Background: an optimization exercise with open tools, aiming at small area and a short achievable clock period. Do not read the settings as production practice.
At most, simulation tests tie the RTL to the original design; equivalence was not proved.
No functional check of the RTL was part of run 3.
No driver is modelled on the clock port, so clocking that relies on it looks cheaper here than on a real chip.
Power figures rest on the tool's default switching activity, not on a simulated workload.

==> design.v <==
module bus_slave (
    input  logic CLK,
    input  logic RSTN,
    input  logic B_UTIL,
    input  logic B_RW,
    input  logic B_BUS_IN,
    output logic S_ACK,
    output logic S_BUS_OUT,
    output logic S_BSY
);
    logic       s_addr, s_aack, s_wdata, s_wack, s_rdata;
    logic [3:0] cnt;
    logic [7:0] addr;        
    logic       ok;          
    logic       rw;
    logic [7:0] wd;          
    logic [7:0] rd;          
    wire idle = !(s_addr || s_aack || s_wdata || s_wack || s_rdata);
    wire last = (s_addr && (cnt == 4'd15)) ||
                ((s_aack || s_wack) && (cnt[1:0] == 2'd3)) ||
                ((s_wdata || s_rdata) && (cnt[2:0] == 3'd7));
    wire ok_d   = s_addr ? ((ok || (cnt == 4'd8)) && (B_BUS_IN == (cnt == 4'd12))) : ok;
    wire addr_d = s_addr && B_UTIL && !last;
    wire aack_d = (s_addr && B_UTIL && last) || (s_aack && !last);
    wire wdata_d = (s_aack && last && ok && rw) || (s_wdata && B_UTIL && !last);
    wire wack_d = (s_wdata && B_UTIL && last) || (s_wack && !last);
    wire rdata_d = (s_aack && last && ok && !rw) || (s_rdata && !(B_UTIL && last));
    wire inc    = (idle && B_UTIL) ||
                  (!last && (s_aack || s_wack || ((s_addr || s_wdata || s_rdata) && B_UTIL)));
    wire mem_we = s_wack && (cnt[1:0] == 2'd0);
    always_ff @(posedge CLK or negedge RSTN) begin
        if (!RSTN) begin
            s_addr    <= 1'b0;
            s_aack    <= 1'b0;
            s_wdata   <= 1'b0;
            s_wack    <= 1'b0;
            s_rdata   <= 1'b0;
            cnt       <= '0;
            S_BSY     <= 1'b0;
            S_ACK     <= 1'b0;
            S_BUS_OUT <= 1'b0;
        end else begin
            s_addr    <= (idle && B_UTIL) || addr_d;
            s_aack    <= aack_d;
            s_wdata   <= wdata_d;
            s_wack    <= wack_d;
            s_rdata   <= rdata_d;
            cnt       <= inc ? cnt + 4'd1 : 4'd0;
            S_BSY     <= (idle && B_UTIL) || addr_d || aack_d || wdata_d || wack_d || rdata_d;
            S_ACK     <= wack_d || (aack_d && ok_d);
            S_BUS_OUT <= s_rdata && B_UTIL && rd[cnt[2:0]];
        end
    end
    logic [2047:0] ring;     
    logic [7:0]    ph;       
    logic [7:0]    rp;       
    logic [5:0]    rlo6;     
    logic [3:0]    rhi4;
    logic [7:0]    wq;       
    logic          wpend;    
    logic [3:0]    rlo;      
    logic [7:0]    rhi;      
    logic          rcap;     
    logic          rhit;     
    logic [3:0]    whi;      
    logic [3:0]    wlo;
    logic [7:0]    tq;
    logic          rcap_q, rhit_q;
    wire rwin_n = (s_addr && (cnt >= 4'd10)) || (s_aack && !cnt[1]);
    wire       wins    = |whi;
    wire       wpend_n = mem_we || (wpend && !wins);
    wire [7:0] rp_n    = {rhi4 + 4'(rlo6[5:4]), rlo6[3:0]};    
    wire [7:0] wsel    = mem_we ? rp : wq;       
    logic [7:0] tap;
    always_comb begin
        tap = '0;
        for (int m = 0; m < 32; m++)
            tap = tap | ({8{rhi[m / 4] & rlo[m % 4]}} & ring[64*m +: 8]);
    end
    always_ff @(posedge CLK) begin
        if (idle || (s_addr && !cnt[3])) addr <= {B_BUS_IN, addr[7:1]};
        ok <= ok_d;
        if (s_addr) rw <= B_RW;
        if (s_wdata) wd <= {B_BUS_IN, wd[7:1]};
        ph    <= ph + 8'd1;
        rlo6  <= 6'(addr[3:0]) + 6'(ph[3:0]) + 6'd3;
        rhi4  <= addr[7:4] + ph[7:4];
        rp    <= rp_n;
        wq    <= mem_we ? rp_n : wq + 8'd1;
        wpend <= wpend_n;
        rcap  <= rwin_n && (rp[2:0] == 3'd0);
        for (int i = 0; i < 4; i++) rlo[i] <= (rp[4:3] == 2'(i));
        for (int i = 0; i < 8; i++) rhi[i] <= (rp[7:5] == 3'(i));
        rhit  <= wpend && !wins && (rp == wq);
        for (int i = 0; i < 4; i++) whi[i] <= wpend_n && (wsel[3:0] == 4'd0) && (wsel[7:6] == 2'(i));
        for (int i = 0; i < 4; i++) wlo[i] <= (wsel[5:4] == 2'(i));
        tq     <= tap;
        rcap_q <= rcap;
        rhit_q <= rhit;
        if (rcap_q) rd <= rhit_q ? wd : tq;
    end
    always_ff @(posedge CLK) begin
        for (int s = 0; s < 256; s++) begin
            if ((s % 16 == 1) && whi[s / 64] && wlo[(s / 16) % 4])
                ring[8*s +: 8] <= wd;
            else
                ring[8*s +: 8] <= ring[8*((s + 255) % 256) +: 8];
        end
    end
endmodule
==> flow/run.sh <==
#!/bin/bash
# The standard layout with a faster clock tree: clock tree synthesis builds
# clkbuf_8 leaf buffers as usual, then flow/post_cts.tcl turns its root and its
# first tree level into inverters (four root inverters fed by the clock port).
set -euo pipefail
here=$(pwd)
export CTS_ARGS="-sink_clustering_enable -repair_clock_nets -sink_clustering_size 16 -sink_clustering_max_diameter 60 -buf_list {sky130_fd_sc_hd__clkbuf_8 sky130_fd_sc_hd__clkbuf_16} -root_buf sky130_fd_sc_hd__clkbuf_16 -tree_buf sky130_fd_sc_hd__clkbuf_16 -sink_clustering_buffer sky130_fd_sc_hd__clkbuf_8"
export POST_CTS_TCL="$here/flow/post_cts.tcl"
bash standard.sh > "$here/standard_flow.log" 2>&1
==> flow/post_cts.tcl <==
# Runs after clock tree synthesis (POST_CTS_TCL). Clock tree synthesis builds a
# root buffer driving one level of tree buffers, which drive the leaf buffers.
# This turns the root and the tree level into inverters (two inversions, so the
# registers still see the clock's rising edge): the root becomes four inverters
# fed by the clock port, each driving the tree inverters of one quarter of the
# core. Inverters are single-stage cells, so the insertion delay shrinks, and the
# tree stays balanced: every register is three cells from the clock port.
proc replace_with { inst master_name } {
  set block [ord::get_db_block]
  set master [[ord::get_db] findMaster $master_name]
  set in [[$inst findITerm A] getNet]
  set out ""
  foreach it [$inst getITerms] { if { [[$it getMTerm] getIoType] eq "OUTPUT" } { set out [$it getNet] } }
  set loc [$inst getLocation]
  set name [$inst getName]
  odb::dbInst_destroy $inst
  set ni [odb::dbInst_create $block $master $name]
  $ni setLocation [lindex $loc 0] [lindex $loc 1]
  $ni setPlacementStatus PLACED
  $ni setSourceType TIMING
  [$ni findITerm A] connect $in
  foreach it [$ni getITerms] { if { [[$it getMTerm] getIoType] eq "OUTPUT" } { $it connect $out } }
  return $ni
}

proc invert_clock_tree { nroot root_master tree_master } {
  set block [ord::get_db_block]
  set master [[ord::get_db] findMaster $root_master]
  set clk [$block findNet CLK]
  set its [$clk getITerms]
  if { [llength $its] != 1 } { error "invert_clock_tree: CLK drives [llength $its] pins" }
  set root [[lindex $its 0] getInst]
  set rootnet ""
  foreach it [$root getITerms] { if { [[$it getMTerm] getIoType] eq "OUTPUT" } { set rootnet [$it getNet] } }
  set pts {}
  foreach it [$rootnet getITerms] {
    set t [$it getInst]
    if { $t eq $root } { continue }
    set bb [$t getBBox]
    lappend pts [list [expr {([$bb xMin] + [$bb xMax]) / 2}] [expr {([$bb yMin] + [$bb yMax]) / 2}] $t]
  }
  set groups [list $pts]
  set axis 0
  while { [llength $groups] < $nroot } {
    set ng {}
    foreach g $groups {
      set s [lsort -integer -index $axis $g]
      set h [expr {[llength $s] / 2}]
      lappend ng [lrange $s 0 [expr {$h - 1}]] [lrange $s $h end]
    }
    set groups $ng
    set axis [expr {1 - $axis}]
  }
  set k 0
  foreach g $groups {
    set sx 0; set sy 0
    foreach p $g { incr sx [lindex $p 0]; incr sy [lindex $p 1] }
    set cx [expr {$sx / [llength $g]}]; set cy [expr {$sy / [llength $g]}]
    set inst [odb::dbInst_create $block $master "clkroot_$k"]
    $inst setLocation $cx $cy
    $inst setPlacementStatus PLACED
    $inst setSourceType TIMING
    set net [odb::dbNet_create $block "clknet_root_$k"]
    $net setSigType CLOCK
    [$inst findITerm A] connect $clk
    foreach it [$inst getITerms] { if { [[$it getMTerm] getIoType] eq "OUTPUT" } { $it connect $net } }
    foreach p $g {
      set t [replace_with [lindex $p 2] $tree_master]
      set a [$t findITerm A]
      $a disconnect
      $a connect $net
    }
    puts "invert_clock_tree: clkroot_$k at ($cx $cy) drives [llength $g] tree inverters"
    incr k
  }
  odb::dbInst_destroy $root
  odb::dbNet_destroy $rootnet
}

invert_clock_tree 4 sky130_fd_sc_hd__inv_16 sky130_fd_sc_hd__inv_8
detailed_placement
check_placement -verbose
estimate_parasitics -placement
report_clock_skew
report_worst_slack -max
report_worst_slack -min
==> standard.sh <==
#!/bin/bash
# synth_recipe.tcl (not shown) runs the flow's synth.tcl, then flattens the netlist and writes it again
# the make line also repeats each setting of config.mk as NAME=value (left out here)
make -C /OpenROAD-flow-scripts/flow DESIGN_CONFIG=/design/flow/config.mk WORK_HOME=/design/flow/orfs CLKGATE_MAP_FILE= SYNTH_SCRIPT=/design/flow/synth_recipe.tcl "${@:-finish}"
==> config.mk <==
export PLATFORM = sky130hd
export DESIGN_NAME = bus_slave
export DESIGN_NICKNAME = bus_slave
export VERILOG_FILES = /design/flow/design.v
export SDC_FILE = /design/flow/constraint.sdc
export NUM_CORES = 4
export LEC_CHECK = 0
export CAP_MARGIN = 20
export CORE_MARGIN = 2
export CORE_UTILIZATION = 75
export SETUP_SLACK_MARGIN = 2.3
export SLEW_MARGIN = 20
==> constraint.sdc <==
create_clock -name core_clock -period 4.0 [get_ports {CLK}]
set_input_delay 0.8000 -clock core_clock [delete_from_list [all_inputs] [get_ports {CLK}]]
set_output_delay 0.8000 -clock core_clock [all_outputs]
set_load 0.01 [all_outputs]
==> results of run 1 <==
-- path summary, 6_finish.rpt --
check                      slack (ns)          to        from
min                              0.31  ring[1381]  ring[1373]
min reg2reg                      0.31  ring[1381]  ring[1373]
max                              2.20   ring[653]      whi[1]
max in group asynchronous        2.80      cnt[1]        RSTN
max reg2reg                      2.20   ring[653]      whi[1]
min in group asynchronous        0.81   S_BUS_OUT        RSTN
-- flip-flops by register name, indices dropped and copies added (netlist names), 6 cells and up --
signal  count
ring     2048
addr        8
ph          8
rd          8
rhi         8
rp          8
tq          8
wd          8
wq          8
rlo6        6
-- layout make-up, clock buffers not listed --
cell class,count,area (um2)
fill,3084,11460
timing repair buffer,30,297.8
clock inverter,32,350.3
sequential,2153,43440
tap,846,1059
inverter,33,130.1
multi-input combinational,552,4512
-- layer usage --
metal | part of all wire (%) | global-route usage [%]
met5 | 0.016 | 0
met4 | 4.0 | 9.586
met3 | 4.9 | 3.877
met2 | 45 | 38.22
met1 | 46 | 35.68
-- worst register-to-register path: cells and delay by family, from the launching register on --
| family | cells | cell delay [ns] |
|---|---|---|
| flip-flops | 1 | 0.44 |
| AND/OR/NAND/NOR | 1 | 0.66 |
| multiplexers | 1 | 0.57 |
-- metrics by stage --
| step | power, mW | worst slack, ns | hold slack (ns) | cell area (um2) |
|---|---|---|---|---|
| 5_1_grt | 36.45 | 2.261 | 0.3130 | 51850 |
| 3_5_place_dp | 25.68 | 1.665 | 0.3121 | 49180 |
| 3_3_place_gp | 25.53 | 1.705 | 0.3096 | 49180 |
| 6_report | 35.29 | 2.202 | 0.3142 | 51850 |
| 2_1_floorplan | 24.69 | 2.311 | 0.3096 | 48220 |
-- cell usage in the layout (no fill, tap or decap), types with 14 or more instances in the layout --
cell type | netlist | routed
a22oi_1 | 75 | 74
buf_4 | 0 | 14
nand2_1 | 60 | 46
nand3_1 | 39 | 39
a222oi_1 | 16 | 16
a21oi_1 | 24 | 24
dfxtp_1 | 2116 | 2108
inv_8 | 0 | 17
inv_1 | 32 | 38
edfxtp_1 | 25 | 25
a22o_1 | 24 | 23
mux2_2 | 137 | 137
nor2_1 | 18 | 17
clkbuf_8 | 0 | 144
xnor2_1 | 22 | 22
ha_1 | 18 | 17
-- power by group through the flow --
| stage | Combinational, mW | Clock (mW) | Sequential, mW |
|---|---|---|---|
| finish | 1.87 | 9.82 | 23.6 |
| global route | 1.97 | 10.8 | 23.7 |
| detailed placement | 1.62 | 0 | 24.1 |
| global placement | 1.55 | 0 | 24.0 |
| floorplan | 1.22 | 0 | 23.5 |
-- logic make-up (layout without fill, tap and decap cells) --
kind of cell	count (synthesis)	after routing	share of synthesized area [%]
AO/OA/AOI/OAI	193	193	3.023
XOR/XNOR	28	28	0.5086
adder cells (fa/ha/maj)	21	21	0.5917
buffers and inverters	93	242	0.7811
flip-flops	2153	2153	90.04
multiplexers	141	141	3.335
AND/OR/NAND/NOR	169	169	1.721
==> run notes, run 1 <==
Status:
- The run finished with no timing, DRC or antenna violations.

Worst setup path:
- The critical path is of the reg -> reg type.
- The biggest fanout along the worst timing path is 8.
- The cell family contributing the most delay on the critical path is simple AND/OR/NAND/NOR gates.
- The worst setup path is captured at a register.
- The peak per-stage delay on the critical path is 0.66 ns.
- The largest individual stage delay along the critical path comes from the cell nand2_1.
- The critical path goes through nand2_1 -> mux2_2.
- In this run the number of cells on the critical path is 2.
- The endpoint required time on the critical path is 4.21 ns.
- The depth of the worst register-to-register path is 2.
- The total buffers and inverters traversed by the critical path is 0.
- STA classifies the critical path startpoint as a register.
- The critical path arrival is 2.01 ns.

Placed design:
- The instance count after placement with tap cells included is 3602.
- Once detailed placement completed, the half-perimeter wirelength came to 47490 um.
- Buffers placed on the I/O ports in this run total 7.
- At the end of routability-driven placement, the weighted congestion stood at 0.8398.

Power and ir drop:
- The relative contribution of combinational cells to total power is 5.3%.
- The power share of the sequential group is 66.9%.
- The net switching component of the power is 8.217 mW.
- In this run switching power makes up 23.28% of total power.
- The power density over cell area is 680.7 nW/um2.
- The static leakage is 20.78 nW.
- Internal power comes to 27.07 mW.
- The maximum ir drop on the vdd rail is 0.5358 mV.
- Of the total power, the clock network draws 27.8%.

Synthesis:
- The number of nets handed over by synthesis was 2824.
- Of all cell types, the one taking the most synthesized area is dfxtp_1.
- The commonest cells after synthesis are dfxtp_1, mux2_2, a22oi_1.
- The number of warnings reported in the yosys synthesis log is 1.
- The most instantiated flip-flop cell in the synthesis netlist is dfxtp_1.
- Yosys mapped the design onto 59 distinct sky130hd cell types.
- For this run, asynchronously set or reset flops after synthesis account for 0.5574%.
- Synthesis inferred 2153 register bits.
- Ranked by total cell area, the synthesized netlist is headed by dfxtp_1, mux2_2, edfxtp_1, a22oi_1, dfrtp_1.
- In the post-synthesis netlist, the cell with the most instances is dfxtp_1.
- The sequential element share of the synthesized area is 90.04%.
- The netlist area before placement is 48210 um2.
- A synthesized cell averages 17.23 um2.
- The number of enable-type register cells in the synthesized netlist is 25.
- The fraction of synthesized cell area taken by the top area cell type is 87.86%.
- The cell count after synthesis came out at 2798.

Timing:
- Static timing analysis puts the maximum clock frequency at 0.5561 GHz.
- The clock skew is 0.02780 ns.
- The accumulated negative setup slack is 0 ns.
- Subtracting the final worst setup slack from the clock period gives 1.798 ns.
- The count of final hold-check violations is 0.
- The relative slew slack is 31.48%.
- The final setup violation count is 0.
- Setup repair after global routing could not meet its margin everywhere.
- The portion of the clock cycle consumed by the worst path in the final layout is 44.96%.
- At the pin with the least slew margin, the transition time is 1.025 ns.
- The number of pins exceeding their max-slew limit in the final report is 0.

Floorplanning:
- The total I/O pin count is 8.
- The die is 257.5 um tall.
- The starting density of the core is 76.15%.
- The area of the die is 66330 um2.
- In this run the horizontal extent of the chip is 257.5 um.
- The placement row count is 92.
- After floorplanning, the core was sized to cover 63310 um2.

Final layout:
- The area growth from synthesis to layout is 7.534%.
- The share of layout cells above drive strength 1 is 12.96%.
- The final core utilization is 81.89%.
- The number of cells in the finished layout apart from fillers is 3793.
- The number of antenna repair diodes is 0.
- The layout net count is 2951.

Detailed routing:
- The starting DRC count in detailed routing is 1505.
- The antenna violation net count after detailed routing is 0.
- After detailed routing, the average wire length per cell comes to 21.50 um.
- For this block, the routed nets add up to 81540 um of wire.
- The final route contains 19800 vias.
- The post-detailed-route DRC marker count is 0.
- The detailed-route vias per instance is 5.219.
- The detailed-routing iteration count for the pre-antenna-repair pass is 7.

Global routing:
- The first global-routing pass estimated 121900 um of wire.
- The via count of the first global-routing pass is 20430.
- The largest net degree at the start of global routing is 31.
- For this run the aggregate overflow at the end of global routing stands at 0.
- The initial antenna violation count was 2.
- For this run, the total global-route usage over all layers was measured as 24.67%.

CTS:
- Clock tree synthesis found a total of 2153 sinks.
- The clock edge transition at the registers on the reported setup and hold paths is 0.10 ns.
- The TritonCTS clock tree is yes.
- The clock latency on the worst-skew pair is 0.36 ns.

Run:
- The number of maximum-capacitance constraint violations is 0.

Min path:
- Counting instances, the worst hold path has a depth of 0.
- The kind of path behind the tightest hold check is reg -> reg.
==> inputs of run 2 (changes only) <==
--- a/config.mk
+++ b/config.mk
@@ -8,5 +8,5 @@
 export CAP_MARGIN = 20
 export CORE_MARGIN = 2
 export CORE_UTILIZATION = 75
-export SETUP_SLACK_MARGIN = 2.3
+export SETUP_SLACK_MARGIN = 2.15
 export SLEW_MARGIN = 20
==> run notes, run 2 <==
CTS:
- The clock edge transition at the registers on the reported setup and hold paths is 0.10 ns (about the same).
- The number of sinks driven by the clock tree came to 2153 (unchanged).
- The clock latency on the worst-skew pair was 0.35 ns (was 0.36 ns).
- The TritonCTS clock tree was yes (unchanged).

Worst setup path:
- The biggest fanout along the worst timing path is 8 (unchanged).
- The critical path startpoint category is a register (unchanged).
- The endpoint required time on the critical path was 4.22 ns (was 4.21 ns).
- Ordered cell list for the critical path: nand2_1 -> mux2_2 (unchanged).
- The critical path arrival is 2.03 ns (was 2.01 ns).
- The cell at the slowest stage of the critical path is nand2_1 (unchanged).
- The peak per-stage delay on the critical path is 0.68 ns (was 0.66 ns).
- The worst setup path category is reg -> reg (unchanged).
- The sort of element at the end of the critical path was a register (unchanged).

Power and ir drop:
- The static leakage was 20.69 nW (was 20.78 nW).
- The maximum ir drop on the vdd rail is 0.5294 mV (was 0.5358 mV).
- The power density over cell area is 679.8 nW/um2 (was 680.7 nW/um2).
- The post-layout total power is 35.09 mW (was 35.29 mW).

Timing:
- The clock skew was 0.03193 ns (was 0.02780 ns).
- The portion of the clock cycle consumed by the worst path in the final layout is 45.29% (was 44.96%).
- The minimum clock period after layout is 1.811 ns (was 1.798 ns).
- Unrepaired setup endpoints after global routing: true (unchanged).
- The final setup violation count is 0 (unchanged).
- The number of pins exceeding their max-slew limit in the final report is 0 (unchanged).
- The measured slew at the worst slew-check pin is 1.137 ns (was 1.025 ns).
- The count of final hold-check violations is 0 (unchanged).
- The accumulated negative setup slack is 0 ns (unchanged).
- The relative slew slack came to 24.00% (was 31.48%).
- The achievable frequency is 0.5520 GHz (was 0.5561 GHz).

Detailed routing:
- The antenna violation net count after detailed routing is 0 (unchanged).
- The total via count in the routed design was 19580 (was 19800).
- The starting DRC count in detailed routing came to 1331 (was 1505).
- The detailed-route vias per instance was 5.174 (was 5.219).
- The routed wire length is 80700 um (was 81540 um).
- The average wire length per cell after detail routing was 21.33 um (was 21.50 um).
- The post-detailed-route DRC marker count was 0 (unchanged).
- The detailed-routing iteration count for the pre-antenna-repair pass was 7 (unchanged).

Placed design:
- The detailed-placement wirelength estimate is 47590 um (was 47490 um).
- The last weighted congestion value of the routability-driven placer is 0.8073 (was 0.8398).
- The quantity of I/O buffers inserted on ports was 7 (unchanged).

Synthesis:
- The sequential element share of the synthesized area is 90.04% (unchanged).
- Top cells by count, synth: dfxtp_1, mux2_2, a22oi_1 (unchanged).
- The multiplexer area fraction after synthesis is 3.335% (unchanged).
- The gate count after technology mapping is 2798 (unchanged).
- The post-synthesis sequential element count came to 2153 (unchanged).
- The post-synthesis average cell area is 17.23 um2 (unchanged).
- The synthesized netlist net count is 2824 (unchanged).
- Cells taking the most area after synthesis: dfxtp_1, mux2_2, edfxtp_1, a22oi_1, dfrtp_1 (unchanged).
- The fraction of synthesized cell area taken by the top area cell type is 87.86% (unchanged).
- The share of flip-flops with an asynchronous set or reset after synthesis came to 0.5574% (unchanged).
- The share of the synthesized area in compound gates (AO/OA/AOI/OAI) is 3.023% (unchanged).
- The cell accounting for the most synthesized area is dfxtp_1 (unchanged).
- The dominant combinational cell family by area after synthesis was multiplexers (unchanged).
- The adder and majority cell fraction of the synthesized area came to 0.5917% (unchanged).
- The netlist area before placement is 48210 um2 (unchanged).
- The basic-gate share of the synthesized area counting and, or, nand and nor cells is 1.721% (unchanged).
- The distinct cell type count after synthesis is 59 (unchanged).
- The xor and xnor area share after synthesis was 0.5086% (unchanged).
- The number of enable-type register cells in the synthesized netlist was 25 (unchanged).
- The most instantiated flip-flop cell in the synthesis netlist is dfxtp_1 (unchanged).
- The leading cell type by number of instances after synthesis was dfxtp_1 (unchanged).
- The number of warnings reported in the yosys synthesis log is 1 (unchanged).

Final layout:
- The filler cell count is 3108 (was 3084).
- The share of layout cells above drive strength 1 is 11.91% (was 12.96%).
- The number of antenna repair diodes is 0 (unchanged).
- The register containing the most flip-flops in the final layout is ring (unchanged).
- The area growth from synthesis to layout came to 7.064% (was 7.534%).
- The layout net count is 2942 (was 2951).
- Top library cells by usage in the layout, fill and taps aside: dfxtp_1, clkbuf_8, mux2_2 (unchanged).
- The most common cell after layout, fill and taps aside is dfxtp_1 (unchanged).
- The flip-flop count of the largest register, all copies and words added came to 2048 (unchanged).

Floorplanning:
- The starting density of the core was 76.15% (unchanged).
- The area of the die is 66330 um2 (unchanged).
- The placement row count came to 92 (unchanged).
- The area inside the core boundary is 63310 um2 (unchanged).
- The total I/O pin count is 8 (unchanged).
- The horizontal extent of the die was 257.5 um (unchanged).
- The die outline height came to 257.5 um (unchanged).

Global routing:
- The first-pass GRT wire length is 121200 um (was 121900 um).
- The initial antenna violation count is 0 (was 2).
- The via count of the first global-routing pass is 20490 (was 20430).
- The largest net degree at the start of global routing was 31 (unchanged).
- The aggregate global-route resource usage is 24.54% (was 24.67%).
- The final global-route overflow total is 0 (unchanged).

Min path:
- The kind of path behind the tightest hold check is reg -> reg (unchanged).

Run:
- The number of maximum-capacitance constraint violations was 0 (unchanged).

Status:
- Outcome: timing/DRC/antenna clean (unchanged).
==> run 2: worst max-delay path, delay by kind of cell (launching register included) <==
kind,cells,cell delay (ns)
mux,1,0.57
flops,1,0.42
simple gates,1,0.68
==> run 2: metal layers <==
metal | track usage, % | up-vias | share of wire, %
met2 | 37.97 | 507 | 45
li1 | - | 9294 | -
met4 | 8.109 | 0 | 2.8
met5 | 0 | - | 0
met1 | 35.74 | 9632 | 48
met3 | 4.437 | 146 | 4.5
==> run 2: kinds of logic after synthesis <==
logic type | after synthesis
and+or+nand+nor | 169
xor gates and xnor gates | 28
buffers and inverters | 93
AOI/OAI and AO/OA | 193
adders and majority gates | 21
DFF | 2153
muxes | 141
==> run 2: power by group <==
group | total, mW | internal, mW | switching [mW]
clock | 9.79 | 3.65 | 6.14
sequential | 23.6 | 22.7 | 0.952
combinational | 1.65 | 0.560 | 1.09
total | 35.1 | 26.9 | 8.19
==> run 2: final cells by class, clock buffers not listed <==
cell class / count / area, um2 / area share (%)
inverters: 33 / 131.4 / 0.2545
clock inverters: 33 / 329.1 / 0.6375
flip-flops and latches: 2153 / 43430 / 84.14
multi-input cells: 552 / 4441 / 8.602
well taps: 846 / 1059 / 2.051
repair buffers: 21 / 162.7 / 0.3151
==> run 2: through the flow <==
stage | util (%) | instances | hold WS, ns | area (um2) | setup WS (ns)
after global placement | 77.70 | 3604 | 0.3095 | 49190 | 1.667
after floorplan | - | 2798 | 0.3096 | 48210 | 2.262
after global routing | 81.53 | 3784 | 0.3221 | 51620 | 2.122
final | 81.53 | 3784 | 0.3085 | 51620 | 2.189
after detailed placement | 77.70 | 3604 | 0.3121 | 49190 | 1.662
==> run 2: path summary, 6_finish.rpt <==
path,cells past startpoint,endpoint,from,slack (ns)
min in group asynchronous,1,S_ACK,RSTN,0.81
max in group asynchronous,1,cnt[0],RSTN,2.77
setup reg to reg,2,ring[269],whi[0],2.19
hold / removal,0,ring[296],ring[288],0.31
hold reg to reg,0,ring[296],ring[288],0.31
setup / recovery,2,ring[269],whi[0],2.19
==> inputs of run 3 (changes only) <==
--- a/design.v
+++ b/design.v
@@ -62,12 +62,11 @@
     logic [7:0]    rhi;      
     logic          rcap;     
     logic          rhit;     
-    logic [3:0]    whi;      
-    logic [3:0]    wlo;
+    logic [15:0]   wen;      
     logic [7:0]    tq;
     logic          rcap_q, rhit_q;
     wire rwin_n = (s_addr && (cnt >= 4'd10)) || (s_aack && !cnt[1]);
-    wire       wins    = |whi;
+    wire       wins    = |wen;
     wire       wpend_n = mem_we || (wpend && !wins);
     wire [7:0] rp_n    = {rhi4 + 4'(rlo6[5:4]), rlo6[3:0]};    
     wire [7:0] wsel    = mem_we ? rp : wq;       
@@ -92,8 +91,7 @@
         for (int i = 0; i < 4; i++) rlo[i] <= (rp[4:3] == 2'(i));
         for (int i = 0; i < 8; i++) rhi[i] <= (rp[7:5] == 3'(i));
         rhit  <= wpend && !wins && (rp == wq);
-        for (int i = 0; i < 4; i++) whi[i] <= wpend_n && (wsel[3:0] == 4'd0) && (wsel[7:6] == 2'(i));
-        for (int i = 0; i < 4; i++) wlo[i] <= (wsel[5:4] == 2'(i));
+        for (int j = 0; j < 16; j++) wen[j] <= wpend_n && (wsel[3:0] == 4'd0) && (wsel[7:4] == 4'(j));
         tq     <= tap;
         rcap_q <= rcap;
         rhit_q <= rhit;
@@ -101,7 +99,7 @@
     end
     always_ff @(posedge CLK) begin
         for (int s = 0; s < 256; s++) begin
-            if ((s % 16 == 1) && whi[s / 64] && wlo[(s / 16) % 4])
+            if ((s % 16 == 1) && wen[s / 16])
                 ring[8*s +: 8] <= wd;
             else
                 ring[8*s +: 8] <= ring[8*((s + 255) % 256) +: 8];
--- a/config.mk
+++ b/config.mk
@@ -8,5 +8,5 @@
 export CAP_MARGIN = 20
 export CORE_MARGIN = 2
 export CORE_UTILIZATION = 75
-export SETUP_SLACK_MARGIN = 2.15
+export SETUP_SLACK_MARGIN = 2.35
 export SLEW_MARGIN = 20
==> run notes, run 3 <==
Synthesis:
- The number of enable-type register cells in the synthesized netlist is 25 (unchanged).
- The cell accounting for the most synthesized area is dfxtp_1 (unchanged).
- The number of warnings reported in the yosys synthesis log came to 1 (unchanged).
- The post-synthesis sequential element count is 2161 (was 2153).
- Top cells by count, synth: dfxtp_1, mux2_2, a22oi_1 (unchanged).
- Cells taking the most area after synthesis: dfxtp_1, mux2_2, edfxtp_1, a22oi_1, a22o_1 (was dfxtp_1, mux2_2, edfxtp_1, a22oi_1, dfrtp_1).
- The sequential element share of the synthesized area is 89.68% (was 90.04%).
- The netlist area before placement was 48590 um2 (was 48210 um2).
- The gate count after technology mapping is 2823 (was 2798).
- The synthesized netlist net count is 2849 (was 2824).
- The distinct cell type count after synthesis came to 60 (was 59).
- The share of flip-flops with an asynchronous set or reset after synthesis is 0.5553% (was 0.5574%).
- The fraction of synthesized cell area taken by the top area cell type came to 87.52% (was 87.86%).
- The post-synthesis average cell area is 17.21 um2 (was 17.23 um2).
- The leading cell type by number of instances after synthesis is dfxtp_1 (unchanged).
- The most instantiated flip-flop cell in the synthesis netlist is dfxtp_1 (unchanged).

Timing:
- The final setup violation count is 0 (unchanged).
- The measured slew at the worst slew-check pin came to 1.008 ns (was 1.137 ns).
- The count of final hold-check violations was 0 (unchanged).
- The minimum clock period after layout was 1.726 ns (was 1.811 ns).
- Unrepaired setup endpoints after global routing: true (unchanged).
- The number of pins exceeding their max-slew limit in the final report is 0 (unchanged).
- The relative slew slack is 32.80% (was 24.00%).
- The accumulated negative setup slack is 0 ns (unchanged).
- The achievable frequency is 0.5793 GHz (was 0.5520 GHz).
- The portion of the clock cycle consumed by the worst path in the final layout came to 43.15% (was 45.29%).
- The clock skew is 0.02756 ns (was 0.03193 ns).

Floorplanning:
- The die outline height is 258.5 um (was 257.5 um).
- The placement row count came to 93 (was 92).
- The area inside the core boundary was 64230 um2 (was 63310 um2).
- The area of the die is 66840 um2 (was 66330 um2).
- The horizontal extent of the die is 258.5 um (was 257.5 um).
- The total I/O pin count is 8 (unchanged).
- The starting density of the core came to 75.64% (was 76.15%).

Final layout:
- The largest registers in the layout are ring (2048), wen (16).
- The register area came to 43660 um2 (was 43430 um2).
- The share of layout cells above drive strength 1 is 15.39% (was 11.91%).
- The layout net count is 2989 (was 2942).
- The flip-flop count of the largest register, all copies and words added is 2048 (unchanged).
- The area growth from synthesis to layout is 8.655% (was 7.064%).
- The register containing the most flip-flops in the final layout is ring (unchanged).
- The filler cell count is 3003 (was 3108).
- The most common cell after layout, fill and taps aside is dfxtp_1 (unchanged).
- The area of the multi-input gates is 4946 um2 (was 4441 um2).
- The number of cells in the finished layout apart from fillers is 3844 (was 3784).
- Top library cells by usage in the layout, fill and taps aside: dfxtp_1, clkbuf_8, mux2_2 (unchanged).

Detailed routing:
- The detailed-routing iteration count for the pre-antenna-repair pass was 6 (was 7).
- The average wire length per cell after detail routing is 21.75 um (was 21.33 um).
- The post-detailed-route DRC marker count was 0 (unchanged).
- The starting DRC count in detailed routing came to 1613 (was 1331).
- The routed wire length was 83610 um (was 80700 um).
- The total via count in the routed design is 20100 (was 19580).
- The antenna violation net count after detailed routing is 0 (unchanged).
- The detailed-route vias per instance is 5.228 (was 5.174).

Global routing:
- The final global-route overflow total is 0 (unchanged).
- The aggregate global-route resource usage came to 24.94% (was 24.54%).
- The via count of the first global-routing pass is 20440 (was 20490).
- The largest net degree at the start of global routing is 40 (was 31).
- The initial antenna violation count is 4 (was 0).
- The first-pass GRT wire length is 122700 um (was 121200 um).

CTS:
- The clock latency on the worst-skew pair is 0.37 ns (was 0.35 ns).
- The TritonCTS clock tree is yes (unchanged).
- The number of sinks driven by the clock tree is 2161 (was 2153).
- The clock edge transition at the registers on the reported setup and hold paths is 0.12 ns (was 0.10 ns).

Worst setup path:
- The worst setup path category is reg -> reg (unchanged).
- The sort of element at the end of the critical path is a register (unchanged).
- The endpoint required time on the critical path is 4.28 ns (was 4.22 ns).
- The critical path startpoint category is a register (unchanged).
- The biggest fanout along the worst timing path is 15 (was 8).
- The critical path arrival is 2.01 ns (was 2.03 ns).

Placed design:
- The detailed-placement wirelength estimate is 48690 um (was 47590 um).
- The last weighted congestion value of the routability-driven placer is 0.8099 (was 0.8073).
- The instance count after placement with tap cells included is 3624 (was 3604).
- The quantity of I/O buffers inserted on ports is 7 (unchanged).

Run:
- The number of maximum-capacitance constraint violations is 0 (unchanged).

Status:
- Outcome: timing/DRC/antenna clean (unchanged).

Power and ir drop:
- The power density over cell area was 656.9 nW/um2 (was 679.8 nW/um2).
- The static leakage is 21.17 nW (was 20.69 nW).
- The maximum ir drop on the vdd rail is 0.5048 mV (was 0.5294 mV).

Min path:
- The kind of path behind the tightest hold check is reg -> reg (unchanged).
-- run 3: power by group --
| group | internal (mW) | switching (mW) | total [mW] |
|---|---|---|---|
| registers | 22.2 | 0.620 | 22.8 |
| clock network | 3.62 | 6.27 | 9.90 |
| logic | 0.700 | 1.26 | 1.96 |
| total | 26.5 | 8.15 | 34.7 |
-- run 3: cell type report, clock buffers not listed --
class	count	area share (%)
sequential	2161	82.70
inverter	33	0.2417
multi-input combinational	555	9.369
tap	855	2.026
antenna	1	0.004740
timing repair buffer	56	1.067
clock inverter	39	0.7489
-- run 3: routing by layer --
metal	up-vias	wire, um	global-route usage [%]
met3	198	4548	4.617
li1	9433	-	-
met4	0	3236	9.586
met5	-	0	0
met1	9871	38850	36.43
met2	595	36980	37.73
-- run 3: per-stage QoR --
stage	hold WS, ns	total power [mW]	cell area, um2	utilization [%]	setup slack, ns
6_report	0.3125	34.68	52790	82.19	2.274
3_5_place_dp	0.3121	24.65	49510	77.07	1.776
3_3_place_gp	0.3097	24.54	49510	77.07	1.852
5_1_grt	0.3230	35.82	52790	82.19	2.187
2_1_floorplan	0.3096	23.91	48590	-	2.355
-- run 3: final timing paths --
| path | startpoint | to | slack (ns) | cells past startpoint |
|---|---|---|---|---|
| worst max-delay path | cnt[0] | wen[7] | 2.27 | 6 |
| worst min-delay path | ring[604] | ring[612] | 0.31 | 0 |
| worst max register to register | cnt[0] | wen[7] | 2.27 | 6 |
| worst min register to register | ring[604] | ring[612] | 0.31 | 0 |
| max in group asynchronous | RSTN | cnt[1] | 2.82 | 1 |
| min in group asynchronous | RSTN | S_BUS_OUT | 0.78 | 1 |
-- run 3: logic make-up after synthesis --
| family | after synthesis | synth area share [%] |
|---|---|---|
| flops | 2161 | 89.68 |
| compound gates | 193 | 3.113 |
| mux | 139 | 3.265 |
| fa+ha+maj | 21 | 0.5872 |
| xor+xnor | 28 | 0.5047 |
| buf+inv | 108 | 0.9657 |
| simple gates | 173 | 1.885 |
-- run 3: critical path: stages (launching register included) --
cell,delay (ns)
dfrtp_2,0.44
inv_1,0.14
ha_4,0.21
nand2_4,0.18
nor3b_2,0.30
a31oi_4,0.12
nor3_2,0.25
==> inputs of run 4 (changes only) <==
--- a/design.v
+++ b/design.v
@@ -63,13 +63,12 @@
     logic          rcap;     
     logic          rhit;     
     logic [15:0]   wen;      
+    logic          wins;     
     logic [7:0]    tq;
     logic          rcap_q, rhit_q;
     wire rwin_n = (s_addr && (cnt >= 4'd10)) || (s_aack && !cnt[1]);
-    wire       wins    = |wen;
     wire       wpend_n = mem_we || (wpend && !wins);
     wire [7:0] rp_n    = {rhi4 + 4'(rlo6[5:4]), rlo6[3:0]};    
-    wire [7:0] wsel    = mem_we ? rp : wq;       
     logic [7:0] tap;
     always_comb begin
         tap = '0;
@@ -91,7 +90,9 @@
         for (int i = 0; i < 4; i++) rlo[i] <= (rp[4:3] == 2'(i));
         for (int i = 0; i < 8; i++) rhi[i] <= (rp[7:5] == 3'(i));
         rhit  <= wpend && !wins && (rp == wq);
-        for (int j = 0; j < 16; j++) wen[j] <= wpend_n && (wsel[3:0] == 4'd0) && (wsel[7:4] == 4'(j));
+        for (int j = 0; j < 16; j++)
+            wen[j] <= mem_we ? (rp == 8'(16 * j)) : (wpend && !wins && (wq == 8'(16 * j)));
+        wins  <= mem_we ? (rp[3:0] == 4'd0) : (wpend && !wins && (wq[3:0] == 4'd0));
         tq     <= tap;
         rcap_q <= rcap;
         rhit_q <= rhit;
--- a/config.mk
+++ b/config.mk
@@ -8,5 +8,5 @@
 export CAP_MARGIN = 20
 export CORE_MARGIN = 2
 export CORE_UTILIZATION = 75
-export SETUP_SLACK_MARGIN = 2.35
+export SETUP_SLACK_MARGIN = 2.3
 export SLEW_MARGIN = 20
==> run notes, run 4 <==
Final layout:
- Top library cells by usage in the layout, fill and taps aside: dfxtp_1, mux2_2, clkbuf_8 (was dfxtp_1, clkbuf_8, mux2_2).
- The register area was 43640 um2 (was 43660 um2).
- The area of all placed cells without fillers is 52340 um2 (was 52790 um2).
- The layout net count was 2965 (was 2989).
- The area of the multi-input gates is 4556 um2 (was 4946 um2).
- The register containing the most flip-flops in the final layout is ring (unchanged).
- The flip-flop count of the largest register, all copies and words added was 2048 (unchanged).
- The filler cell count is 3113 (was 3003).
- The share of layout cells above drive strength 1 is 14.08% (was 15.39%).
- The number of antenna repair diodes is 0 (was 1).
- Largest regs: ring (2048), wen (16) (unchanged).
- The most common cell after layout, fill and taps aside was dfxtp_1 (unchanged).
- The area growth from synthesis to layout is 8.168% (was 8.655%).

Detailed routing:
- The detailed-route vias per instance is 5.200 (was 5.228).
- The total via count in the routed design is 19840 (was 20100).
- The post-detailed-route DRC marker count is 0 (unchanged).
- The routed wire length is 82610 um (was 83610 um).
- The starting DRC count in detailed routing is 1571 (was 1613).
- The antenna violation net count after detailed routing is 0 (unchanged).
- The average wire length per cell after detail routing is 21.65 um (was 21.75 um).
- The detailed-routing iteration count for the pre-antenna-repair pass is 5 (was 6).

Worst setup path:
- The biggest fanout along the worst timing path is 5 (was 15).
- Ordered cell list for the critical path: dlymetal6s2s_1 -> and3_1 -> o211ai_1 -> a21boi_1 -> o32a_1 (was inv_1 -> ha_4 -> nand2_4 -> nor3b_2 -> a31oi_4 -> nor3_2).
- The critical path arrival is 2.00 ns (was 2.01 ns).
- The critical path startpoint category is an input pin (was register).
- The endpoint required time on the critical path came to 4.24 ns (was 4.28 ns).
- The family of cells with the greatest summed delay on the critical path is compound AO/OA/AOI/OAI gates (was simple AND/OR/NAND/NOR gates).
- The sort of element at the end of the critical path is a register (unchanged).
- The cell at the slowest stage of the critical path is o32a_1 (was dfrtp_2).
- The peak per-stage delay on the critical path is 0.38 ns (was 0.44 ns).
- The total buffers and inverters traversed by the critical path was 1 (unchanged).
- The worst setup path category is in -> reg (was reg -> reg).

Synthesis:
- The post-synthesis sequential element count came to 2162 (was 2161).
- The leading cell type by number of instances after synthesis is dfxtp_1 (unchanged).
- The number of enable-type register cells in the synthesized netlist is 25 (unchanged).
- The sequential element share of the synthesized area is 90.08% (was 89.68%).
- The most instantiated flip-flop cell in the synthesis netlist was dfxtp_1 (unchanged).
- The gate count after technology mapping came to 2796 (was 2823).
- The netlist area before placement is 48390 um2 (was 48590 um2).
- Top cells by count, synth: dfxtp_1, mux2_2, a22oi_1 (unchanged).
- The number of warnings reported in the yosys synthesis log was 1 (unchanged).
- The synthesized netlist net count is 2823 (was 2849).
- The fraction of synthesized cell area taken by the top area cell type was 87.91% (was 87.52%).
- Cells taking the most area after synthesis: dfxtp_1, mux2_2, edfxtp_1, a22oi_1, a22o_1 (unchanged).
- The cell accounting for the most synthesized area is dfxtp_1 (unchanged).
- The post-synthesis average cell area is 17.31 um2 (was 17.21 um2).
- The share of flip-flops with an asynchronous set or reset after synthesis is 0.5550% (was 0.5553%).
- The distinct cell type count after synthesis is 56 (was 60).

Timing:
- The count of final hold-check violations is 0 (unchanged).
- Unrepaired setup endpoints after global routing: true (unchanged).
- The final worst setup slack is 2.246 ns (was 2.274 ns).
- The portion of the clock cycle consumed by the worst path in the final layout came to 43.86% (was 43.15%).
- The final worst hold slack is 0.3142 ns (was 0.3125 ns).
- The measured slew at the worst slew-check pin was 1.235 ns (was 1.008 ns).
- The relative slew slack is 17.58% (was 32.80%).
- The clock skew is 0.02923 ns (was 0.02756 ns).
- The final setup violation count is 0 (unchanged).
- The accumulated negative setup slack was 0 ns (unchanged).
- The minimum clock period after layout came to 1.754 ns (was 1.726 ns).
- The achievable frequency was 0.5700 GHz (was 0.5793 GHz).
- The number of pins exceeding their max-slew limit in the final report is 0 (unchanged).

Placed design:
- The quantity of I/O buffers inserted on ports was 7 (unchanged).
- The detailed-placement wirelength estimate is 46370 um (was 48690 um).
- The last weighted congestion value of the routability-driven placer came to 0.8344 (was 0.8099).
- The pre-CTS setup slack came to 1.582 ns (was 1.776 ns).
- The cell area after placement is 49370 um2 (was 49510 um2).

Power and ir drop:
- The power density over cell area is 674.5 nW/um2 (was 656.9 nW/um2).
- The maximum ir drop on the vdd rail is 0.5789 mV (was 0.5048 mV).
- The static leakage is 21.00 nW (was 21.17 nW).

Min path:
- The kind of path behind the tightest hold check is reg -> reg (unchanged).

Global routing:
- The aggregate global-route resource usage is 24.37% (was 24.94%).
- The initial antenna violation count is 0 (was 4).
- The final global-route overflow total was 0 (unchanged).
- The via count of the first global-routing pass is 20360 (was 20440).
- The first-pass GRT wire length is 120300 um (was 122700 um).
- The largest net degree at the start of global routing is 31 (was 40).

Status:
- Outcome: timing/DRC/antenna clean (unchanged).

Floorplanning:
- The horizontal extent of the die is 258.0 um (was 258.5 um).
- The die outline height was 258.0 um (was 258.5 um).
- The area of the die is 66570 um2 (was 66840 um2).
- The placement row count is 93 (unchanged).
- The area inside the core boundary is 64120 um2 (was 64230 um2).
- The starting density of the core is 75.48% (was 75.64%).
- The total I/O pin count came to 8 (unchanged).

CTS:
- The number of sinks driven by the clock tree is 2162 (was 2161).
- The clock edge transition at the registers on the reported setup and hold paths is 0.09 ns (was 0.12 ns).
- The clock latency on the worst-skew pair is 0.36 ns (was 0.37 ns).
- The TritonCTS clock tree was yes (unchanged).

Run:
- The number of maximum-capacitance constraint violations came to 0 (unchanged).
## run 4: cell types whose count changed in the layout (fill, tap and decap cells not counted), sizes merged, moves of 6 or more
cell,change
buf,-7
inv,+11
nand2,-18
nor3,-21
o21ai,-8
o22ai,+15
xnor2,+6
xor2,-6
## run 4: worst paths after layout
path	start	cells past startpoint	slack (ns)	to
min in group asynchronous	RSTN	1	0.80	s_rdata
min	ring[1831]	0	0.31	ring[1839]
max in group asynchronous	RSTN	1	2.78	cnt[0]
max	B_BUS_IN	5	2.25	S_ACK
max reg2reg	wen[1]	1	2.27	ring[142]
min reg2reg	ring[1831]	0	0.31	ring[1839]
## run 4: cell type report, clock buffers not listed
| class | instances | area share [%] |
|---|---|---|
| Sequential cell | 2162 | 83.38 |
| Multi-Input combinational cell | 526 | 8.703 |
| Tap cell | 855 | 2.044 |
| Timing Repair Buffer | 51 | 1.028 |
| Clock inverter | 40 | 0.7697 |
| Inverter | 41 | 0.3060 |
## run 4: metal layers
| layer | routed length [um] | global-route usage (%) | vias up |
|---|---|---|---|
| li1 | - | - | 9333 |
| met1 | 38090 | 35.48 | 9709 |
| met2 | 36950 | 37.13 | 613 |
| met3 | 4466 | 4.280 | 189 |
| met4 | 3113 | 9.489 | 0 |
| met5 | 0 | 0 | - |
## run 4: power by group
group | total, mW | internal (mW) | switching [mW]
registers | 23.5 | 22.6 | 0.955
clock network | 9.78 | 3.55 | 6.23
logic | 2.01 | 0.854 | 1.16
total | 35.3 | 27.0 | 8.35
## run 4: through the flow
stage	utilization [%]	instances	total power, mW
floorplan	-	2796	24.44
global placement	77.01	3602	25.25
detailed placement	77.01	3602	25.37
global route	81.64	3816	36.46
finish	81.64	3816	35.31
## run 4: kinds of logic (layout without fill, tap and decap cells)
family	Yosys count	in the layout	share of synthesized area [%]
muxes	142	142	3.346
buffers and inverters	108	273	0.8558
adders and majority gates	22	22	0.6154
xor gates and xnor gates	28	28	0.5068
and+or+nand+nor	137	137	1.471
DFF	2162	2162	90.08
AOI/OAI and AO/OA	197	197	3.123
==> inputs of run 5 (changes only) <==
--- a/config.mk
+++ b/config.mk
@@ -8,5 +8,5 @@
 export CAP_MARGIN = 20
 export CORE_MARGIN = 2
 export CORE_UTILIZATION = 75
-export SETUP_SLACK_MARGIN = 2.3
+export SETUP_SLACK_MARGIN = 2.5
 export SLEW_MARGIN = 20
==> run notes, run 5 <==
Timing:
- The relative slew slack was 42.16% (was 17.58%).
- The final setup violation count was 0 (unchanged).
- The clock skew is 0.04889 ns (was 0.02923 ns).
- The achievable frequency is 0.5453 GHz (was 0.5700 GHz).
- The minimum clock period after layout is 1.834 ns (was 1.754 ns).
- The number of pins exceeding their max-slew limit in the final report was 0 (unchanged).
- Unrepaired setup endpoints after global routing: true (unchanged).
- The accumulated negative setup slack is 0 ns (unchanged).
- The measured slew at the worst slew-check pin is 0.8664 ns (was 1.235 ns).
- The portion of the clock cycle consumed by the worst path in the final layout is 45.84% (was 43.86%).
- The count of final hold-check violations is 0 (unchanged).
- The final worst setup slack came to 2.166 ns (was 2.246 ns).

Global routing:
- The final global-route overflow total is 0 (unchanged).
- The first-pass GRT wire length is 125000 um (was 120300 um).
- The initial antenna violation count came to 2 (was 0).
- The via count of the first global-routing pass came to 20740 (was 20360).
- The largest net degree at the start of global routing is 21 (was 31).
- The aggregate global-route resource usage is 25.45% (was 24.37%).

Power and ir drop:
- The post-layout total power is 35.78 mW (was 35.31 mW).
- The power density over cell area is 676.3 nW/um2 (was 674.5 nW/um2).
- The net switching component of the power was 8.511 mW (was 8.347 mW).
- The relative contribution of combinational cells to total power was 6.8% (was 5.7%).
- The static leakage is 21.26 nW (was 21.00 nW).
- The maximum ir drop on the vdd rail came to 0.4846 mV (was 0.5789 mV).
- The portion of total power attributed to the clock network is 27.8% (was 27.7%).
- The net switching fraction of the power is 23.79% (was 23.64%).
- The power share of the sequential group came to 65.4% (was 66.6%).
- The internal power contribution is 27.27 mW (was 26.96 mW).

Synthesis:
- The distinct cell type count after synthesis is 56 (unchanged).
- Cells taking the most area after synthesis: dfxtp_1, mux2_2, edfxtp_1, a22oi_1, a22o_1 (unchanged).
- Top cells by count, synth: dfxtp_1, mux2_2, a22oi_1 (unchanged).
- The gate count after technology mapping is 2796 (unchanged).
- The most instantiated flip-flop cell in the synthesis netlist is dfxtp_1 (unchanged).
- The post-synthesis sequential element count is 2162 (unchanged).
- The post-synthesis average cell area is 17.31 um2 (unchanged).
- The sequential element share of the synthesized area is 90.08% (unchanged).
- The cell accounting for the most synthesized area is dfxtp_1 (unchanged).
- The fraction of synthesized cell area taken by the top area cell type was 87.91% (unchanged).
- The number of warnings reported in the yosys synthesis log is 1 (unchanged).
- The netlist area before placement was 48390 um2 (unchanged).
- The leading cell type by number of instances after synthesis is dfxtp_1 (unchanged).
- The synthesized netlist net count is 2823 (unchanged).
- The number of enable-type register cells in the synthesized netlist is 25 (unchanged).
- The share of flip-flops with an asynchronous set or reset after synthesis is 0.5550% (unchanged).

Detailed routing:
- The detailed-routing iteration count for the pre-antenna-repair pass was 6 (was 5).
- The starting DRC count in detailed routing came to 1573 (was 1571).
- The total via count in the routed design came to 20250 (was 19840).
- The antenna violation net count after detailed routing came to 0 (unchanged).
- The post-detailed-route DRC marker count is 0 (unchanged).
- The detailed-route vias per instance is 5.255 (was 5.200).
- The routed wire length is 84580 um (was 82610 um).
- The average wire length per cell after detail routing is 21.95 um (was 21.65 um).

Worst setup path:
- The cell at the slowest stage of the critical path is a222oi_1 (was o32a_1).
- The biggest fanout along the worst timing path is 3 (was 5).
- The register-to-register setup slack is 2.17 ns (was 2.27 ns).
- The sort of element at the end of the critical path was a register (unchanged).
- The beginning of the worst register-to-register path is rhi[1] (was wen[1]).
- The depth of the worst register-to-register path came to 5 (was 1).
- The most repeated library cell on the critical path is a222oi_1.
- The capture point of the worst reg-to-reg path is tq[2] (was ring[142]).
- The worst setup path category is reg -> reg (was in -> reg).
- The critical path startpoint category is a register (was input pin).
- The endpoint required time on the critical path is 4.22 ns (was 4.24 ns).
- The timing endpoint of the critical path is tq[2] (was S_ACK).
- The peak per-stage delay on the critical path is 0.43 ns (was 0.38 ns).
- The start point of the critical path is rhi[1] (was B_BUS_IN).
- The critical path arrival was 2.05 ns (was 2.00 ns).
- Ordered cell list for the critical path: buf_12 -> a222oi_1 -> nand3_1 -> a222oi_1 -> o211ai_1 (was dlymetal6s2s_1 -> and3_1 -> o211ai_1 -> a21boi_1 -> o32a_1).

Final layout:
- The area growth from synthesis to layout is 9.324% (was 8.168%).
- The layout net count is 3000 (was 2965).
- Largest regs: ring (2048), wen (16) (unchanged).
- Top library cells by usage in the layout, fill and taps aside: dfxtp_1, clkbuf_8, mux2_2 (was dfxtp_1, mux2_2, clkbuf_8).
- The register containing the most flip-flops in the final layout was ring (unchanged).
- The area of the multi-input gates is 4760 um2 (was 4556 um2).
- The filler cell count came to 2989 (was 3113).
- The most common cell after layout, fill and taps aside was dfxtp_1 (unchanged).
- The register area was 43670 um2 (was 43640 um2).
- The final core utilization came to 82.51% (was 81.64%).
- The flip-flop count of the largest register, all copies and words added was 2048 (unchanged).
- The share of layout cells above drive strength 1 was 16.75% (was 14.08%).

Min path:
- The kind of path behind the tightest hold check is reg -> reg (unchanged).

Floorplanning:
- The starting density of the core is 75.48% (unchanged).
- The area inside the core boundary is 64120 um2 (unchanged).
- The horizontal extent of the die is 258.0 um (unchanged).
- The area of the die is 66570 um2 (unchanged).
- The die outline height came to 258.0 um (unchanged).
- The placement row count is 93 (unchanged).
- The total I/O pin count is 8 (unchanged).

Status:
- Outcome: timing/DRC/antenna clean (unchanged).

CTS:
- The clock latency on the worst-skew pair came to 0.39 ns (was 0.36 ns).
- The TritonCTS clock tree was yes (unchanged).
- The number of sinks driven by the clock tree came to 2162 (unchanged).
- The clock edge transition at the registers on the reported setup and hold paths is 0.12 ns (was 0.09 ns).

Placed design:
- The quantity of I/O buffers inserted on ports was 7 (unchanged).
- The last weighted congestion value of the routability-driven placer is 0.8183 (was 0.8344).
- The detailed-placement wirelength estimate came to 47470 um (was 46370 um).
- The pre-CTS setup slack is 1.734 ns (was 1.582 ns).

Run:
- The number of maximum-capacitance constraint violations is 0 (unchanged).
## run 5: cells by family after synthesis
kind of cell    count (synthesis)  share of synthesized area (%)
compound gates                197                          3.123
simple gates                  137                          1.471
xor+xnor                       28                         0.5068
mux                           142                          3.346
buf+inv                       108                         0.8558
flops                        2162                          90.08
fa+ha+maj                      22                         0.6154
## run 5: final cells by class, clock buffers not listed
| cell class | instances | share of cell area [%] |
|---|---|---|
| diodes | 1 | 0.004730 |
| clock inverters | 38 | 0.7426 |
| inverters | 41 | 0.3027 |
| multi-input cells | 526 | 8.997 |
| flip-flops and latches | 2162 | 82.54 |
| well taps | 855 | 2.022 |
| repair buffers | 86 | 1.540 |
## run 5: layer usage
| metal | global-route usage, % | share of wire (%) | vias to the layer above |
|---|---|---|---|
| met4 | 9.570 | 3.7 | 2 |
| met3 | 4.584 | 4.9 | 218 |
| met1 | 36.92 | 47 | 10020 |
| met5 | 0 | 0.015 | - |
| li1 | - | - | 9418 |
| met2 | 38.99 | 45 | 588 |
## run 5: critical path: cells and delay by family, from the launching register on
family                 cells  cell delay [ns]
AOI/OAI and AO/OA          3             1.03
and+or+nand+nor            1             0.15
buffers and inverters      1             0.14
DFF                        1             0.35
## run 5: power groups by stage
stage,Clock (mW),Sequential [mW],Combinational [mW]
2_1_floorplan,0,23.3,1.19
3_3_place_gp,0,23.9,1.37
3_5_place_dp,0,23.9,1.42
5_1_grt,10.9,23.5,2.56
6_report,9.94,23.4,2.45
## run 5: how the worst min path moves through the flow
stage / to / slack [ns] / cells past startpoint / startpoint
2_1_floorplan: rcap_q / 0.31 / 0 / rcap
3_3_place_gp: ring[415] / 0.31 / 0 / ring[407]
3_5_place_dp: ring[1017] / 0.31 / 0 / ring[1009]
5_1_grt: ring[165] / 0.29 / 0 / ring[157]
6_report: ring[165] / 0.28 / 0 / ring[157]
## run 5: stage by stage
stage	instance area, um2	cells	hold WS, ns
after detailed placement	49420	3605	0.3121
after floorplan	48430	2796	0.3096
after global routing	52900	3852	0.2913
after global placement	49420	3605	0.3096
final	52900	3853	0.2814
==> inputs of run 6 (changes only) <==
--- a/config.mk
+++ b/config.mk
@@ -8,5 +8,5 @@
 export CAP_MARGIN = 20
 export CORE_MARGIN = 2
 export CORE_UTILIZATION = 75
-export SETUP_SLACK_MARGIN = 2.5
+export SETUP_SLACK_MARGIN = 2.4
 export SLEW_MARGIN = 20
==> run notes, run 6 <==
Worst setup path:
- The biggest fanout along the worst timing path is 8 (was 3).
- The depth of the worst register-to-register path is 4 (was 5).
- The sort of element at the end of the critical path is a register (unchanged).
- The family of cells with the greatest summed delay on the critical path is compound AO/OA/AOI/OAI gates (unchanged).
- The critical path startpoint category is a register (unchanged).
- The timing endpoint of the critical path is tq[2] (unchanged).
- The most repeated library cell on the critical path is a222oi_1 (unchanged).
- The worst setup path category was reg -> reg (unchanged).
- Ordered cell list for the critical path: a222oi_1 -> nand3_1 -> a222oi_1 -> o211ai_1 (was buf_12 -> a222oi_1 -> nand3_1 -> a222oi_1 -> o211ai_1).
- The peak per-stage delay on the critical path is 0.45 ns (was 0.43 ns).
- The beginning of the worst register-to-register path is rhi[3] (was rhi[1]).
- The start point of the critical path is rhi[3] (was rhi[1]).
- The capture point of the worst reg-to-reg path is tq[2] (unchanged).
- The number of stages on the worst setup path came to 4 (was 5).
- The total buffers and inverters traversed by the critical path is 0 (was 1).
- The critical path arrival is 1.90 ns (was 2.05 ns).
- The register-to-register setup slack was 2.29 ns (was 2.17 ns).
- The cell at the slowest stage of the critical path is a222oi_1 (unchanged).
- The endpoint required time on the critical path is 4.19 ns (was 4.22 ns).

Detailed routing:
- The detailed-route vias per instance was 5.192 (was 5.255).
- The average wire length per cell after detail routing is 21.99 um (was 21.95 um).
- The routed wire length came to 84340 um (was 84580 um).
- The starting DRC count in detailed routing came to 1452 (was 1573).
- The antenna violation net count after detailed routing is 0 (unchanged).
- The detailed-routing iteration count for the pre-antenna-repair pass came to 6 (unchanged).
- The total via count in the routed design came to 19920 (was 20250).
- The post-detailed-route DRC marker count was 0 (unchanged).

Placed design:
- The pre-CTS setup slack is 1.730 ns (was 1.734 ns).
- The last weighted congestion value of the routability-driven placer is 0.8062 (was 0.8183).
- The quantity of I/O buffers inserted on ports was 7 (unchanged).
- The instance count after placement with tap cells included came to 3602 (was 3605).
- The detailed-placement wirelength estimate was 46840 um (was 47470 um).
- The cell area after placement is 49380 um2 (was 49420 um2).

Floorplanning:
- The area inside the core boundary is 64120 um2 (unchanged).
- The area of the die came to 66570 um2 (unchanged).
- The horizontal extent of the die is 258.0 um (unchanged).
- The starting density of the core came to 75.48% (unchanged).
- The placement row count was 93 (unchanged).
- The die outline height is 258.0 um (unchanged).
- The total I/O pin count is 8 (unchanged).

Global routing:
- The first-pass GRT wire length is 124300 um (was 125000 um).
- The via count of the first global-routing pass is 20660 (was 20740).
- The met3 track demand over resource in global routing is 4.250% (was 4.584%).
- The aggregate global-route resource usage was 25.38% (was 25.45%).
- The largest net degree at the start of global routing is 31 (was 21).
- The busiest layer in global routing is met2 (unchanged).
- The met2 routing resource usage after global routing is 38.81% (was 38.99%).
- The met1 track demand over resource in global routing is 36.39% (was 36.92%).
- The final global-route overflow total is 0 (unchanged).
- The initial antenna violation count came to 0 (was 2).

Synthesis:
- The fraction of synthesized cell area taken by the top area cell type is 87.91% (unchanged).
- The number of warnings reported in the yosys synthesis log is 1 (unchanged).
- The cell accounting for the most synthesized area is dfxtp_1 (unchanged).
- Cells taking the most area after synthesis: dfxtp_1, mux2_2, edfxtp_1, a22oi_1, a22o_1 (unchanged).
- The share of flip-flops with an asynchronous set or reset after synthesis is 0.5550% (unchanged).
- The netlist area before placement is 48390 um2 (unchanged).
- The most instantiated flip-flop cell in the synthesis netlist was dfxtp_1 (unchanged).
- The leading cell type by number of instances after synthesis is dfxtp_1 (unchanged).
- The synthesized netlist net count was 2823 (unchanged).
- The gate count after technology mapping is 2796 (unchanged).
- The post-synthesis average cell area is 17.31 um2 (unchanged).
- The post-synthesis sequential element count is 2162 (unchanged).
- The distinct cell type count after synthesis is 56 (unchanged).
- The number of enable-type register cells in the synthesized netlist is 25 (unchanged).
- The sequential element share of the synthesized area is 90.08% (unchanged).
- Top cells by count, synth: dfxtp_1, mux2_2, a22oi_1 (unchanged).

Timing:
- The minimum clock period after layout is 1.707 ns (was 1.834 ns).
- Unrepaired setup endpoints after global routing: true (unchanged).
- The number of pins exceeding their max-slew limit in the final report is 0 (unchanged).
- The final setup violation count was 0 (unchanged).
- The achievable frequency is 0.5858 GHz (was 0.5453 GHz).
- The measured slew at the worst slew-check pin is 1.051 ns (was 0.8664 ns).
- The count of final hold-check violations is 0 (unchanged).
- The final worst setup slack is 2.293 ns (was 2.166 ns).
- The accumulated negative setup slack is 0 ns (unchanged).
- The portion of the clock cycle consumed by the worst path in the final layout was 42.67% (was 45.84%).
- The final worst hold slack is 0.3115 ns (was 0.2814 ns).
- The clock skew is 0.03457 ns (was 0.04889 ns).
- The relative slew slack is 29.83% (was 42.16%).

Run:
- The number of maximum-capacitance constraint violations is 0 (unchanged).

CTS:
- The number of sinks driven by the clock tree is 2162 (unchanged).
- The clock latency on the worst-skew pair was 0.36 ns (was 0.39 ns).
- The clock edge transition at the registers on the reported setup and hold paths is 0.10 ns (was 0.12 ns).
- The TritonCTS clock tree is yes (unchanged).

Power and ir drop:
- The maximum ir drop on the vdd rail was 0.4366 mV (was 0.4846 mV).
- The post-layout total power is 35.49 mW (was 35.78 mW).
- The power density over cell area is 675.0 nW/um2 (was 676.3 nW/um2).
- The static leakage came to 21.15 nW (was 21.26 nW).

Final layout:
- Top library cells by usage in the layout, fill and taps aside: dfxtp_1, clkbuf_8, mux2_2 (unchanged).
- The number of cells in the finished layout apart from fillers is 3836 (was 3853).
- Largest regs: ring (2048), wen (16) (unchanged).
- The area growth from synthesis to layout is 8.641% (was 9.324%).
- The most common cell after layout, fill and taps aside is dfxtp_1 (unchanged).
- The final core utilization was 82.00% (was 82.51%).
- The register containing the most flip-flops in the final layout was ring (unchanged).
- The layout net count is 2982 (was 3000).
- The area of all placed cells without fillers is 52570 um2 (was 52900 um2).
- The flip-flop count of the largest register, all copies and words added is 2048 (unchanged).
- The filler cell count came to 2994 (was 2989).
- The share of layout cells above drive strength 1 is 15.21% (was 16.75%).

Status:
- Outcome: timing/DRC/antenna clean (unchanged).

Min path:
- The kind of path behind the tightest hold check is reg -> reg (unchanged).
- The startpoint of the lowest-slack hold path is ring[1131] (was ring[157]).
==> run 6: layout make-up, clock buffers not listed <==
class                      count  area [um2]  area share, %
sequential                  2162       43650          83.03
multi-input combinational    526        4607          8.763
tap                          855        1070          2.035
timing repair buffer          68       685.7          1.304
clock inverter                36       355.3         0.6759
inverter                      41       157.7         0.2999
antenna                        3       7.507        0.01428
==> run 6: where the power goes <==
group | switching [mW] | leakage, nW | internal (mW)
logic | 1.39 | 2.29 | 0.986
clock network | 6.19 | 1.29 | 3.62
registers | 0.753 | 17.6 | 22.5
==> run 6: logic make-up after synthesis <==
kind of cell,share of synthesized area [%]
adder cells (fa/ha/maj),0.6154
multiplexers,3.346
AO/OA/AOI/OAI,3.123
AND/OR/NAND/NOR,1.471
flip-flops,90.08
XOR/XNOR,0.5068
buffers and inverters,0.8558
==> run 6: layer usage <==
| metal | wire [um] | up-vias |
|---|---|---|
| met5 | 0 | - |
| met4 | 3295 | 0 |
| met3 | 4538 | 190 |
| met2 | 37800 | 615 |
| met1 | 38710 | 9751 |
| li1 | - | 9360 |
==> run 6: worst min-delay path by stage <==
stage,end,slack (ns),depth (start not counted)
finish,ring[1139],0.31,0
detailed placement,ring[1344],0.31,0
global route,ring[305],0.32,0
floorplan,rcap_q,0.31,0
global placement,ring[294],0.31,0

port drivers added, routing unchanged:
In the flow no input, the clock included, has a driving cell. The finished layouts below were timed again as built, in two steps. Step 1 assumes that a clkbuf_16 drives the clock port and a buf_2 every other input. Step 2 times the ports against the registers' clock, not the clock port: input delays grow and output delays shrink by t, the midpoint of the rising clock arrivals with the driver on. Three values: ideal ports, drivers, drivers and shift; two values: the first two.
| run | t, ns | setup slack, ns | worst setup path at the end | latest minus earliest clock arrival (ns) | worst register clock-pin slew, ns |
|---|---|---|---|---|---|
| run 1 | 0.563 | 2.202 / 2.102 / 2.052 | input to register | 0.037 / 0.036 | 0.11 / 0.11 |
| run 2 | 0.567 | 2.189 / 2.095 / 1.956 | input to register | 0.041 / 0.041 | 0.11 / 0.11 |
| run 3 | 0.581 | 2.274 / 2.062 / 2.192 | input to register | 0.036 / 0.035 | 0.12 / 0.12 |
| run 4 | 0.575 | 2.246 / 2.084 / 1.879 | input to register | 0.034 / 0.034 | 0.10 / 0.10 |
| run 5 | 0.587 | 2.166 / 2.071 / 2.046 | input to register | 0.056 / 0.056 | 0.12 / 0.12 |
| run 6 | 0.567 | 2.293 / 2.103 / 1.957 | input to register | 0.045 / 0.044 | 0.10 / 0.10 |
After both steps setup and hold are still met in every run listed. For run 4, which loses most, drivers alone change the setup slack by -0.162 ns; drivers and shift together by -0.367 ns.
